This is an optimization exercise on Yosys and OpenROAD, whose aim is a short achievable clock period and few clock cycles per item, not a production implementation.
Function was checked by simulation only, so behaviour that the tests miss may differ from the original.
Power figures rest on the tool's default switching activity, not on a simulated workload.

Setup of the previous run:
// pipeline_cpu
module pipeline_cpu (
    input  logic  clock,
    input  logic  rst_n,
    output cpu_pkg::word_t address_imem,
    input  cpu_pkg::word_t q_imem,
    output cpu_pkg::word_t address_dmem,
    output cpu_pkg::word_t data,
    output logic  wren,
    input  cpu_pkg::word_t q_dmem
);
Settings: LEC_CHECK=0, CAP_MARGIN=20, CELL_PAD_IN_SITES_DETAIL_PLACEMENT=1, CORE_MARGIN=2, CORE_UTILIZATION=40, PLACE_DENSITY=0.5, SETUP_SLACK_MARGIN=5, SLEW_MARGIN=20; clock period 8.5 ns.
run.sh (not shown) runs the stock make flow with config.mk's settings and CLKGATE_MAP_FILE= SYNTH_SCRIPT=/design/flow/synth_recipe.tcl, a recipe that flattens the netlist after the stock synthesis.
Testbench counts of the previous run, summed over its fixed seeds: cycles 73,827, instrs 69,073.
> inputs changed (the previous run -> the current run)
--- a/flow/design.v
+++ b/flow/design.v
@@ -101,54 +101,43 @@
     logic             bt_pt   [BT_N];    
     logic [1:0]       bt_ctr  [BT_N];    
     logic [4:0]       bt_iter [BT_N];    
     logic [4:0]       bt_trip [BT_N];    
     logic             bt_conf [BT_N];    
     logic [31:0] pc1, npc, npc_norm, npc_t, npc_n;
     logic [BT_IW-1:0] f_idx;
     logic        f_hit, f_isj, f_isbr, f_take;
     logic [31:0] f_jt, f_imm, f_btgt;
     logic        f_btgt_co;
     logic        e_redir, e_taken, stall;
-    logic [31:0] pc_out_n;
-    assign address_imem = ~pc_out_n;
+    assign address_imem = pc;
     assign pc1   = pc + 32'd1;
     assign f_idx  = pc[BT_IW-1:0];
     assign f_hit  = bt_v[f_idx];
     assign f_isj  = (q_imem[31:27] == 5'd1);
     assign f_isbr = (q_imem[31:27] == 5'd2) || (q_imem[31:27] == 5'd6);
     assign f_take = f_isbr && (f_hit ? bt_pt[f_idx] : q_imem[16]);
     assign f_jt   = {5'd0, q_imem[26:0]};
     assign f_imm  = {{15{q_imem[16]}}, q_imem[16:0]};
-    logic [17:0] f_lo;
-    logic [14:0] pc_hi, pc_hi_p1, pc_hi_m1;
-    assign f_lo     = {1'b0, pc[16:0]} + {1'b0, q_imem[16:0]} + 18'd1;
-    assign pc_hi    = pc[31:17];
-    assign pc_hi_p1 = pc[31:17] + 15'd1;
-    assign pc_hi_m1 = pc[31:17] - 15'd1;
-    assign f_btgt[16:0]  = f_lo[16:0];
-    assign f_btgt[31:17] = (q_imem[16] == f_lo[17]) ? pc_hi : q_imem[16] ? pc_hi_m1 : pc_hi_p1;
-    assign f_btgt_co = 1'b0;
+    ks_add32 u_btgt (.a(pc), .b(f_imm), .cin(1'b1), .s(f_btgt), .cout(f_btgt_co));
     assign npc_norm = stall ? pc : f_isj ? f_jt : f_take ? f_btgt : pc1;
     assign npc_t    = dx_mp_t ? dx_tgt : npc_norm;
     assign npc_n    = dx_mp_n ? dx_pc1 : npc_norm;
     assign npc      = e_taken ? npc_t : npc_n;
     assign e_redir  = e_taken ? dx_mp_t : dx_mp_n;
     always_ff @(posedge clock or negedge rst_n) begin
         if (!rst_n) begin
             pc       <= '0;
-            pc_out_n <= '1;
             fd_valid <= 1'b0;
         end else begin
             pc       <= npc;
-            pc_out_n <= ~npc;
             fd_valid <= e_redir ? 1'b0 : stall ? fd_valid : 1'b1;
         end
     end
     always_ff @(posedge clock) begin
         if (!stall) begin
             fd_ir    <= q_imem;
             fd_isr   <= (q_imem[31:27] == 5'd0);
             fd_baddr <= (q_imem[31:27] == 5'd0) ? q_imem[16:12] : q_imem[26:22];
             fd_rsoh  <= 32'd1 << q_imem[21:17];
             fd_rboh  <= 32'd1 << ((q_imem[31:27] == 5'd0) ? q_imem[16:12] : q_imem[26:22]);
             fd_pc    <= pc;
@@ -384,51 +373,39 @@
             t_conf = dx_conf;
         end
         t_pt   = t_ctr[1] && !(t_conf && t_iter == t_trip);
         n_ctr  = (dx_ctr == 2'd0) ? 2'd0 : dx_ctr - 2'd1;
         n_iter = 5'd0;
         n_trip = dx_iter;
         n_conf = (dx_iter == dx_trip);
         n_pt   = n_ctr[1] && !(n_conf && n_iter == n_trip);
     end
     logic             bu_e;
     logic [BT_IW-1:0] bu_idx;
-    logic             bu_tk;
-    logic [1:0]       bu_tctr, bu_nctr, bu_ctr;
-    logic [4:0]       bu_titer, bu_niter, bu_ttrip, bu_ntrip, bu_iter, bu_trip;
-    logic             bu_tconf, bu_nconf, bu_tpt, bu_npt, bu_conf, bu_pt;
-    assign bu_ctr  = bu_tk ? bu_tctr  : bu_nctr;
-    assign bu_iter = bu_tk ? bu_titer : bu_niter;
-    assign bu_trip = bu_tk ? bu_ttrip : bu_ntrip;
-    assign bu_conf = bu_tk ? bu_tconf : bu_nconf;
-    assign bu_pt   = bu_tk ? bu_tpt   : bu_npt;
+    logic [1:0]       bu_ctr;
+    logic [4:0]       bu_iter, bu_trip;
+    logic             bu_conf, bu_pt;
     always_ff @(posedge clock or negedge rst_n) begin
         if (!rst_n) begin
             bu_e <= 1'b0;
         end else begin
             bu_e <= e_bwr;
         end
     end
     always_ff @(posedge clock) begin
         bu_idx  <= dx_pc[BT_IW-1:0];
-        bu_tk    <= e_taken;
-        bu_tctr  <= t_ctr;
-        bu_nctr  <= n_ctr;
-        bu_titer <= t_iter;
-        bu_niter <= n_iter;
-        bu_ttrip <= t_trip;
-        bu_ntrip <= n_trip;
-        bu_tconf <= t_conf;
-        bu_nconf <= n_conf;
-        bu_tpt   <= t_pt;
-        bu_npt   <= n_pt;
+        bu_ctr  <= e_taken ? t_ctr  : n_ctr;
+        bu_iter <= e_taken ? t_iter : n_iter;
+        bu_trip <= e_taken ? t_trip : n_trip;
+        bu_conf <= e_taken ? t_conf : n_conf;
+        bu_pt   <= e_taken ? t_pt   : n_pt;
     end
     always_ff @(posedge clock or negedge rst_n) begin
         if (!rst_n) begin
             for (int i = 0; i < BT_N; i++) begin
                 bt_v[i]    <= 1'b0;
                 bt_pt[i]   <= 1'b0;
                 bt_ctr[i]  <= '0;
                 bt_iter[i] <= '0;
                 bt_trip[i] <= '0;
                 bt_conf[i] <= 1'b0;
             end
Notes after the runs:
Side by side, worst hold slack turned out lower in the current run than in the previous run.
Simple-gate share of the synthesized area: lower on the current run
On the current run: setup slack after placement is 19 ps lower than what the previous run gave.
Clock network fraction of total power: lower on the previous run
The previous run and the current run all finish clean.
Summary of the current run over the previous run: routability congestion estimate now sits lower, cell count now sits lower, sum of met3 wire segment lengths after detailed routing now sits higher, arrival time reported for the critical path endpoint now sits lower, final period demand of the worst path now sits lower.
Taking the previous run as the reference, in the current run area of all sequential standard cells went down, combinational share of power went down 0.7 points, die area fell about 1.5%, non-clock buffer contribution to total cell area has decreased.
Testbench counts of the current run, summed over its fixed seeds: cycles 73,827, instrs 69,073.

[static timing again, ports no longer ideal]
The results above use ideal ports. As a check the final layouts listed here were re-extracted and re-timed, cells and wires unchanged.
Step 1: set_driving_cell puts a clkbuf_16 on clock and a buf_2 on each other input, an assumption about the parent block.
Step 2 also shifts input and output timing later by t, the mid clock arrival at the registers, as if the neighbouring blocks saw the same clock.
Slacks: ideal / step 1 / step 2; pairs: ideal / step 1.
| run | t (ns) | setup WS [ns] | hold slack, ns |
|---|---|---|---|
| the previous run | 0.967 | 4.604 / 4.604 / 3.714 | 0.327 / 0.327 / 0.327 |
| the current run | 0.972 | 4.832 / 4.832 / 4.055 | 0.303 / 0.303 / 0.303 |
After both steps every run listed still meets setup and hold. For the previous run, which loses most, drivers alone change the setup slack by 0.000 ns; drivers and shift together by -0.890 ns.
